This design comes from an exercise in tuning for a short achievable clock period and few clock cycles on the open sky130 flow, not from production work. At most, simulation tests tie the RTL to the original design; equivalence was not proved. No activity file was given, so power comes from the tool's default toggle rates.

==> inputs of branch delta <==
==> flow/design.v <==
`default_nettype none
package biquad_pkg;
    typedef enum logic [1:0] {
        ST_IDLE      = 2'd0,
        ST_FETCH     = 2'd1,
        ST_NEXT      = 2'd2,
        ST_WAIT_SWAP = 2'd3
    } loader_state_t;
    localparam int B0 = 0;
    localparam int B1 = 1;
    localparam int B2 = 2;
    localparam int A1 = 3;
    localparam int A2 = 4;
    localparam int DEFAULT_TIMEOUT = 255;
endpackage
`default_nettype wire
`default_nettype none
module biquad_coeff_bank #(
    parameter int  DATA_W = 64,
    parameter int  N_SECT = 4,
    parameter int  N_COEF = 5,
    localparam int N_WORDS = N_SECT * N_COEF,
    localparam int SECT_W = (N_SECT > 1) ? $clog2(N_SECT) : 1,
    localparam int IDX_W  = (N_COEF > 1) ? $clog2(N_COEF) : 1
) (
    input  logic               clk,
    input  logic               rst,
    input  logic [N_WORDS-1:0] i_wr_sel,     
    input  logic [DATA_W-1:0]  i_wr_dat,
    input  logic               i_swap,       
    input  logic               i_last_pend,  
    input  logic [SECT_W-1:0]  i_rd_sect,
    input  logic [IDX_W-1:0]   i_rd_idx,
    output logic [DATA_W-1:0]  o_rd_dat
);
    logic [DATA_W-1:0] r_bank0 [N_WORDS];
    logic [DATA_W-1:0] r_bank1 [N_WORDS];
    logic              r_sel;     
    logic              r_zero;    
    logic [DATA_W-1:0] r_rd_dat;
    logic [N_WORDS-1:0] w_hit;
    logic [DATA_W-1:0]  w_m0, w_m1, w_rd_act, w_rd_new, w_rd_nxt;
    always_comb begin
        for (int s = 0; s < N_SECT; s++)
            for (int c = 0; c < N_COEF; c++)
                w_hit[s*N_COEF + c] = (i_rd_sect == SECT_W'(s)) && (i_rd_idx == IDX_W'(c));
        w_m0 = '0;
        w_m1 = '0;
        for (int i = 0; i < N_WORDS; i++) begin
            w_m0 = w_m0 | ({DATA_W{w_hit[i]}} & r_bank0[i]);
            w_m1 = w_m1 | ({DATA_W{w_hit[i]}} & r_bank1[i]);
        end
        w_rd_act = r_zero ? '0 : (r_sel ? w_m1 : w_m0);
        if (i_last_pend && w_hit[N_WORDS-1])
            w_rd_new = i_wr_dat;
        else
            w_rd_new = r_sel ? w_m0 : w_m1;
        w_rd_nxt = i_swap ? w_rd_new : w_rd_act;
    end
    always_ff @(posedge clk) begin
        for (int i = 0; i < N_WORDS; i++) begin
            if (i_wr_sel[i] && r_sel)  r_bank0[i] <= i_wr_dat;
            if (i_wr_sel[i] && !r_sel) r_bank1[i] <= i_wr_dat;
        end
    end
    always_ff @(posedge clk or posedge rst) begin
        if (rst) begin
            r_sel    <= 1'b0;
            r_zero   <= 1'b1;
            r_rd_dat <= '0;
        end else begin
            r_sel    <= r_sel ^ i_swap;
            if (i_swap) r_zero <= 1'b0;
            r_rd_dat <= w_rd_nxt;
        end
    end
    assign o_rd_dat = r_rd_dat;
endmodule
`default_nettype wire
`default_nettype none
module wb_biquad_coeff_loader #(
    parameter int  DATA_W  = 64,
    parameter int  ADDR_W  = 9,
    parameter int  N_SECT  = 4,
    parameter int  N_COEF  = 5,
    parameter int  TIMEOUT = biquad_pkg::DEFAULT_TIMEOUT,
    localparam int SECT_W  = (N_SECT > 1) ? $clog2(N_SECT) : 1,
    localparam int IDX_W   = (N_COEF > 1) ? $clog2(N_COEF) : 1
) (
    input  logic              wb_clk_i,
    input  logic              wb_rst_i,
    output logic              coeff_wbm_cyc_o,
    output logic              coeff_wbm_stb_o,
    output logic [ADDR_W-1:0] coeff_wbm_adr_o,
    input  logic [DATA_W-1:0] coeff_wbm_dat_i,
    input  logic              coeff_wbm_ack_i,
    input  logic [ADDR_W-1:0] base_adr_i,
    input  logic              load_i,
    input  logic              sample_stb_i,
    input  logic [SECT_W-1:0] rd_sect_i,
    input  logic [IDX_W-1:0]  rd_idx_i,
    output logic [DATA_W-1:0] rd_dat_o,
    output logic              busy_o,
    output logic              done_o,
    output logic              err_o
);
    localparam int c_N_WORDS = N_SECT * N_COEF;
    localparam int TMO_W     = (TIMEOUT > 1) ? $clog2(TIMEOUT) : 1;
    localparam logic [TMO_W-1:0] c_TMO_LAST = TMO_W'(TIMEOUT - 1);
    logic                 r_busy;
    logic                 r_stb;      
    logic                 r_wait;     
    logic                 r_done;
    logic                 r_err;
    logic [ADDR_W-1:0]    r_adr;
    logic [c_N_WORDS-1:0] r_ptr;      
    logic [TMO_W-1:0]     r_tmo;      
    logic w_start, w_ack, w_last, w_last_ack, w_abort, w_swap;
    assign w_start    = load_i && !r_busy;
    assign w_ack      = r_stb && coeff_wbm_ack_i;
    assign w_last     = r_stb && r_ptr[c_N_WORDS-1];
    assign w_last_ack = w_last && coeff_wbm_ack_i;
    assign w_abort    = r_stb && !coeff_wbm_ack_i && (r_tmo == c_TMO_LAST);
    assign w_swap     = (w_last_ack || r_wait) && sample_stb_i;
    always_ff @(posedge wb_clk_i or posedge wb_rst_i) begin
        if (wb_rst_i) begin
            r_busy <= 1'b0;
            r_stb  <= 1'b0;
            r_wait <= 1'b0;
            r_done <= 1'b0;
            r_err  <= 1'b0;
            r_adr  <= '0;
            r_ptr  <= '0;
            r_tmo  <= '0;
        end else begin
            r_done <= w_swap;
            if (w_start) begin
                r_busy <= 1'b1;
                r_stb  <= 1'b1;
                r_err  <= 1'b0;
                r_adr  <= base_adr_i;
                r_ptr  <= c_N_WORDS'(1);
                r_tmo  <= '0;
            end else if (r_stb) begin
                if (coeff_wbm_ack_i) begin
                    r_tmo <= '0;
                    if (r_ptr[c_N_WORDS-1]) begin
                        r_stb <= 1'b0;
                        if (sample_stb_i) r_busy <= 1'b0;
                        else              r_wait <= 1'b1;
                    end else begin
                        r_adr <= r_adr + ADDR_W'(1);
                        r_ptr <= r_ptr << 1;
                    end
                end else if (r_tmo == c_TMO_LAST) begin
                    r_stb  <= 1'b0;
                    r_busy <= 1'b0;
                    r_err  <= 1'b1;
                end else begin
                    r_tmo <= r_tmo + TMO_W'(1);
                end
            end else if (r_wait && sample_stb_i) begin
                r_wait <= 1'b0;
                r_busy <= 1'b0;
            end
        end
    end
    biquad_coeff_bank #(
        .DATA_W (DATA_W),
        .N_SECT (N_SECT),
        .N_COEF (N_COEF)
    ) u_bank (
        .clk        (wb_clk_i),
        .rst        (wb_rst_i),
        .i_wr_sel   (r_stb ? r_ptr : '0),
        .i_wr_dat   (coeff_wbm_dat_i),
        .i_swap     (w_swap),
        .i_last_pend(w_last),
        .i_rd_sect  (rd_sect_i),
        .i_rd_idx   (rd_idx_i),
        .o_rd_dat   (rd_dat_o)
    );
    assign coeff_wbm_adr_o = r_adr;
    assign coeff_wbm_cyc_o = r_stb;
    assign coeff_wbm_stb_o = r_stb;
    assign busy_o          = r_busy;
    assign done_o          = r_done;
    assign err_o           = r_err;
endmodule
`default_nettype wire
==> flow/run.sh <==
#!/bin/bash
# synth_recipe.tcl (not shown) runs the flow's synth.tcl, then flattens the netlist and writes it again
# the make line also repeats each setting of config.mk as NAME=value (left out here)
make -C /OpenROAD-flow-scripts/flow DESIGN_CONFIG=/design/flow/config.mk WORK_HOME=/design/flow/orfs CLKGATE_MAP_FILE= SYNTH_SCRIPT=/design/flow/synth_recipe.tcl finish
==> flow/config.mk <==
export PLATFORM = sky130hd
export DESIGN_NAME = wb_biquad_coeff_loader
export DESIGN_NICKNAME = wb_biquad_coeff_loader
export VERILOG_FILES = /design/flow/design.v
export SDC_FILE = /design/flow/constraint.sdc
export NUM_CORES = 4
export LEC_CHECK = 0
export ABC_CLOCK_PERIOD_IN_PS = 2000
export CAP_MARGIN = 20
export CORE_MARGIN = 2
export CORE_UTILIZATION = 55
export CTS_BUF_LIST = sky130_fd_sc_hd__clkbuf_16 sky130_fd_sc_hd__clkbuf_8
export CTS_CLUSTER_DIAMETER = 60
export CTS_CLUSTER_SIZE = 28
export SETUP_SLACK_MARGIN = 3.5
export SLEW_MARGIN = 20
==> flow/constraint.sdc <==
create_clock -name core_clock -period 6.0 [get_ports {wb_clk_i}]
set_input_delay 1.2000 -clock core_clock [delete_from_list [all_inputs] [get_ports {wb_clk_i}]]
set_output_delay 1.2000 -clock core_clock [all_outputs]
set_load 0.01 [all_outputs]
==> branch fjord: changes against branch delta <==
--- a/flow/design.v
+++ b/flow/design.v
@@ -40,20 +40,35 @@
     logic [DATA_W-1:0] r_rd_dat;
-    logic [N_WORDS-1:0] w_hit;
-    logic [DATA_W-1:0]  w_m0, w_m1, w_rd_act, w_rd_new, w_rd_nxt;
+    logic [DATA_W-1:0] w_s0 [N_COEF];    
+    logic [DATA_W-1:0] w_s1 [N_COEF];    
+    logic [DATA_W-1:0] w_m0, w_m1, w_rd_nxt;
+    logic              w_hit_last, w_use1, w_mask, w_fwd;
     always_comb begin
-        for (int s = 0; s < N_SECT; s++)
-            for (int c = 0; c < N_COEF; c++)
-                w_hit[s*N_COEF + c] = (i_rd_sect == SECT_W'(s)) && (i_rd_idx == IDX_W'(c));
+        for (int c = 0; c < N_COEF; c++) begin
+            w_s0[c] = r_bank0[c];
+            w_s1[c] = r_bank1[c];
+            for (int s = 1; s < N_SECT; s++) begin
+                if (i_rd_sect == SECT_W'(s)) begin
+                    w_s0[c] = r_bank0[s*N_COEF + c];
+                    w_s1[c] = r_bank1[s*N_COEF + c];
+                end
+            end
+        end
         w_m0 = '0;
         w_m1 = '0;
-        for (int i = 0; i < N_WORDS; i++) begin
-            w_m0 = w_m0 | ({DATA_W{w_hit[i]}} & r_bank0[i]);
-            w_m1 = w_m1 | ({DATA_W{w_hit[i]}} & r_bank1[i]);
-        end
-        w_rd_act = r_zero ? '0 : (r_sel ? w_m1 : w_m0);
-        if (i_last_pend && w_hit[N_WORDS-1])
-            w_rd_new = i_wr_dat;
+        for (int c = 0; c < N_COEF; c++) begin
+            if (i_rd_idx == IDX_W'(c)) begin
+                w_m0 = w_s0[c];
+                w_m1 = w_s1[c];
+            end
+        end
+        w_hit_last = (i_rd_sect == SECT_W'(N_SECT-1)) && (i_rd_idx == IDX_W'(N_COEF-1));
+        w_use1 = r_sel ^ i_swap;
+        w_mask = r_zero && !i_swap;
+        w_fwd  = i_swap && i_last_pend && w_hit_last;
+        if (w_fwd)
+            w_rd_nxt = i_wr_dat;
+        else if (w_mask)
+            w_rd_nxt = '0;
         else
-            w_rd_new = r_sel ? w_m0 : w_m1;
-        w_rd_nxt = i_swap ? w_rd_new : w_rd_act;
+            w_rd_nxt = w_use1 ? w_m1 : w_m0;
     end
@@ -120,3 +135,3 @@
     assign w_ack      = r_stb && coeff_wbm_ack_i;
-    assign w_last     = r_stb && r_ptr[c_N_WORDS-1];
+    assign w_last     = r_ptr[c_N_WORDS-1];
     assign w_last_ack = w_last && coeff_wbm_ack_i;
@@ -148,2 +163,3 @@
                         r_stb <= 1'b0;
+                        r_ptr <= '0;
                         if (sample_stb_i) r_busy <= 1'b0;
@@ -156,2 +172,3 @@
                     r_stb  <= 1'b0;
+                    r_ptr  <= '0;
                     r_busy <= 1'b0;
@@ -174,3 +191,3 @@
         .rst        (wb_rst_i),
-        .i_wr_sel   (r_stb ? r_ptr : '0),
+        .i_wr_sel   (r_ptr),
         .i_wr_dat   (coeff_wbm_dat_i),
Settings changed: ABC_CLOCK_PERIOD_IN_PS 2000 to 1200, CORE_UTILIZATION 55 to 63, CTS_BUF_LIST sky130_fd_sc_hd__clkbuf_16 sky130_fd_sc_hd__clkbuf_8 to sky130_fd_sc_hd__clkbuf_16, CTS_CLUSTER_SIZE 28 to 34, SLEW_MARGIN 20 to 30.
==> branch ember: changes against branch delta <==
--- a/flow/design.v
+++ b/flow/design.v
@@ -30,3 +30,3 @@
     input  logic               i_swap,       
-    input  logic               i_last_pend,  
+    input  logic               i_swap_fwd,   
     input  logic [SECT_W-1:0]  i_rd_sect,
@@ -41,3 +41,4 @@
     logic [N_WORDS-1:0] w_hit;
-    logic [DATA_W-1:0]  w_m0, w_m1, w_rd_act, w_rd_new, w_rd_nxt;
+    logic [DATA_W-1:0]  w_m0, w_m1, w_rd_nxt;
+    logic               w_sel_nxt;
     always_comb begin
@@ -52,8 +53,9 @@
         end
-        w_rd_act = r_zero ? '0 : (r_sel ? w_m1 : w_m0);
-        if (i_last_pend && w_hit[N_WORDS-1])
-            w_rd_new = i_wr_dat;
+        w_sel_nxt = r_sel ^ i_swap;
+        if (r_zero && !i_swap)
+            w_rd_nxt = '0;
+        else if (i_swap_fwd && w_hit[N_WORDS-1])
+            w_rd_nxt = i_wr_dat;
         else
-            w_rd_new = r_sel ? w_m0 : w_m1;
-        w_rd_nxt = i_swap ? w_rd_new : w_rd_act;
+            w_rd_nxt = w_sel_nxt ? w_m1 : w_m0;
     end
@@ -71,3 +73,3 @@
         end else begin
-            r_sel    <= r_sel ^ i_swap;
+            r_sel    <= w_sel_nxt;
             if (i_swap) r_zero <= 1'b0;
@@ -117,3 +119,3 @@
     logic [TMO_W-1:0]     r_tmo;      
-    logic w_start, w_ack, w_last, w_last_ack, w_abort, w_swap;
+    logic w_start, w_ack, w_last, w_last_ack, w_abort, w_swap, w_swap_fwd;
     assign w_start    = load_i && !r_busy;
@@ -123,2 +125,3 @@
     assign w_abort    = r_stb && !coeff_wbm_ack_i && (r_tmo == c_TMO_LAST);
+    assign w_swap_fwd = w_last_ack && sample_stb_i;
     assign w_swap     = (w_last_ack || r_wait) && sample_stb_i;
@@ -177,3 +180,3 @@
         .i_swap     (w_swap),
-        .i_last_pend(w_last),
+        .i_swap_fwd (w_swap_fwd),
         .i_rd_sect  (rd_sect_i),
Settings changed: CORE_UTILIZATION 55 to 45, CTS_BUF_LIST sky130_fd_sc_hd__clkbuf_16 sky130_fd_sc_hd__clkbuf_8 to default, CTS_CLUSTER_DIAMETER 60 to default, CTS_CLUSTER_SIZE 28 to default, SETUP_SLACK_MARGIN 3.5 to 4.
==> branch yarrow: changes against branch delta <==
--- a/flow/design.v
+++ b/flow/design.v
@@ -40,20 +40,35 @@
     logic [DATA_W-1:0] r_rd_dat;
-    logic [N_WORDS-1:0] w_hit;
-    logic [DATA_W-1:0]  w_m0, w_m1, w_rd_act, w_rd_new, w_rd_nxt;
+    logic [DATA_W-1:0] w_s0 [N_COEF];    
+    logic [DATA_W-1:0] w_s1 [N_COEF];    
+    logic [DATA_W-1:0] w_m0, w_m1, w_rd_nxt;
+    logic              w_hit_last, w_use1, w_mask, w_fwd;
     always_comb begin
-        for (int s = 0; s < N_SECT; s++)
-            for (int c = 0; c < N_COEF; c++)
-                w_hit[s*N_COEF + c] = (i_rd_sect == SECT_W'(s)) && (i_rd_idx == IDX_W'(c));
+        for (int c = 0; c < N_COEF; c++) begin
+            w_s0[c] = r_bank0[c];
+            w_s1[c] = r_bank1[c];
+            for (int s = 1; s < N_SECT; s++) begin
+                if (i_rd_sect == SECT_W'(s)) begin
+                    w_s0[c] = r_bank0[s*N_COEF + c];
+                    w_s1[c] = r_bank1[s*N_COEF + c];
+                end
+            end
+        end
         w_m0 = '0;
         w_m1 = '0;
-        for (int i = 0; i < N_WORDS; i++) begin
-            w_m0 = w_m0 | ({DATA_W{w_hit[i]}} & r_bank0[i]);
-            w_m1 = w_m1 | ({DATA_W{w_hit[i]}} & r_bank1[i]);
-        end
-        w_rd_act = r_zero ? '0 : (r_sel ? w_m1 : w_m0);
-        if (i_last_pend && w_hit[N_WORDS-1])
-            w_rd_new = i_wr_dat;
+        for (int c = 0; c < N_COEF; c++) begin
+            if (i_rd_idx == IDX_W'(c)) begin
+                w_m0 = w_s0[c];
+                w_m1 = w_s1[c];
+            end
+        end
+        w_hit_last = (i_rd_sect == SECT_W'(N_SECT-1)) && (i_rd_idx == IDX_W'(N_COEF-1));
+        w_use1 = r_sel ^ i_swap;
+        w_mask = r_zero && !i_swap;
+        w_fwd  = i_swap && i_last_pend && w_hit_last;
+        if (w_fwd)
+            w_rd_nxt = i_wr_dat;
+        else if (w_mask)
+            w_rd_nxt = '0;
         else
-            w_rd_new = r_sel ? w_m0 : w_m1;
-        w_rd_nxt = i_swap ? w_rd_new : w_rd_act;
+            w_rd_nxt = w_use1 ? w_m1 : w_m0;
     end
@@ -120,3 +135,3 @@
     assign w_ack      = r_stb && coeff_wbm_ack_i;
-    assign w_last     = r_stb && r_ptr[c_N_WORDS-1];
+    assign w_last     = r_ptr[c_N_WORDS-1];
     assign w_last_ack = w_last && coeff_wbm_ack_i;
@@ -148,2 +163,3 @@
                         r_stb <= 1'b0;
+                        r_ptr <= '0;
                         if (sample_stb_i) r_busy <= 1'b0;
@@ -156,2 +172,3 @@
                     r_stb  <= 1'b0;
+                    r_ptr  <= '0;
                     r_busy <= 1'b0;
@@ -174,3 +191,3 @@
         .rst        (wb_rst_i),
-        .i_wr_sel   (r_stb ? r_ptr : '0),
+        .i_wr_sel   (r_ptr),
         .i_wr_dat   (coeff_wbm_dat_i),
Settings changed: ABC_CLOCK_PERIOD_IN_PS 2000 to 1000, CTS_BUF_LIST sky130_fd_sc_hd__clkbuf_16 sky130_fd_sc_hd__clkbuf_8 to sky130_fd_sc_hd__clkbuf_16, CTS_CLUSTER_SIZE 28 to 34, SETUP_SLACK_MARGIN 3.5 to 3.6, SLEW_MARGIN 20 to 30.
==> comparison table <==
metric                                                                     branch delta  branch yarrow  branch fjord  branch ember
Run status                                             no timing/DRC/antenna violations  no timing/DRC/antenna violations  no timing/DRC/antenna violations  no timing/DRC/antenna violations
Worst setup slack after placement                                               1.15 ns        1.48 ns       1.24 ns       1.25 ns
Total Power                                                                     38.1 mW        36.3 mW       35.4 mW       41.6 mW
Site Rows                                                                           158            159           148           170
Total number of vias                                                             75,100         58,500        58,100        72,600
Die W                                                                            435 um         438 um        410 um        470 um
Post-synth top area share                                                         75.1%          74.1%         74.1%         78.7%
Sequential share of power                                                         56.0%          57.3%         58.7%         51.3%
Global Route met3 Usage                                                           19.1%          6.49%         7.92%         18.0%
Combinational power share                                                         10.5%           7.1%          7.1%          7.2%
Count of non-CTS buffers in the layout                                            1,216            571           476         1,282
Post-Syn Area per Cell                                                        16.7 um^2      19.4 um^2     19.4 um^2     18.0 um^2
Proportion of layout cells with a drive suffix above 1                            29.5%          25.1%         23.0%         30.1%
Maximum resistive drop on vdd                                                  0.292 mV       0.320 mV      0.304 mV      0.332 mV
Core Area                                                                  185,000 um^2   188,000 um^2  163,000 um^2  215,000 um^2
Total half-perimeter wirelength after legalization and detailed placement    213,000 um     158,000 um    152,000 um    177,000 um
Simple-gate portion of the synthesized area                                       7.42%          2.44%         2.44%         5.42%
Tap cell count                                                                    2,480          2,495         2,175         2,838
Testbench counts of branch fjord, summed over its fixed seeds: cycles 4,111.
Testbench counts of branch ember, summed over its fixed seeds: cycles 4,111.
Testbench counts of branch yarrow, summed over its fixed seeds: cycles 4,111.
Function not checked in branch delta: the RTL went through the layout flow alone.

[static timing again, ports no longer ideal]
In the flow no input, the clock included, has a driving cell. The finished layouts below were timed again as built, in two steps.
Step 1: set_driving_cell puts a clkbuf_16 on wb_clk_i and a buf_2 on each other input, an assumption about the parent block.
Step 2 also shifts input and output timing later by t, the mid clock arrival at the registers, as if the neighbouring blocks saw the same clock.
a / b / c = ideal / step 1 / step 2; a / b = the first two.
| run | t (ns) | setup WS [ns] | hold slack, ns | worst setup path at the end | latest minus earliest clock arrival (ns) |
|---|---|---|---|---|---|
| branch delta | 0.982 | 3.062 / 2.852 / 1.869 | 0.557 / 0.557 / 0.557 | input to register | 0.057 / 0.057 |
| branch fjord | 0.905 | 3.310 / 3.219 / 2.353 | 0.521 / 0.521 / 0.521 | input to register | 0.051 / 0.051 |
| branch ember | 1.048 | 2.920 / 2.920 / 2.048 | 0.567 / 0.502 / 0.567 | input to register | 0.080 / 0.080 |
| branch yarrow | 0.943 | 3.270 / 3.178 / 2.358 | 0.535 / 0.535 / 0.535 | input to register | 0.044 / 0.045 |
After both steps every run listed still meets setup and hold. The setup slack of branch delta, which loses most, moves by -0.210 ns with the drivers and by -1.193 ns with both steps.
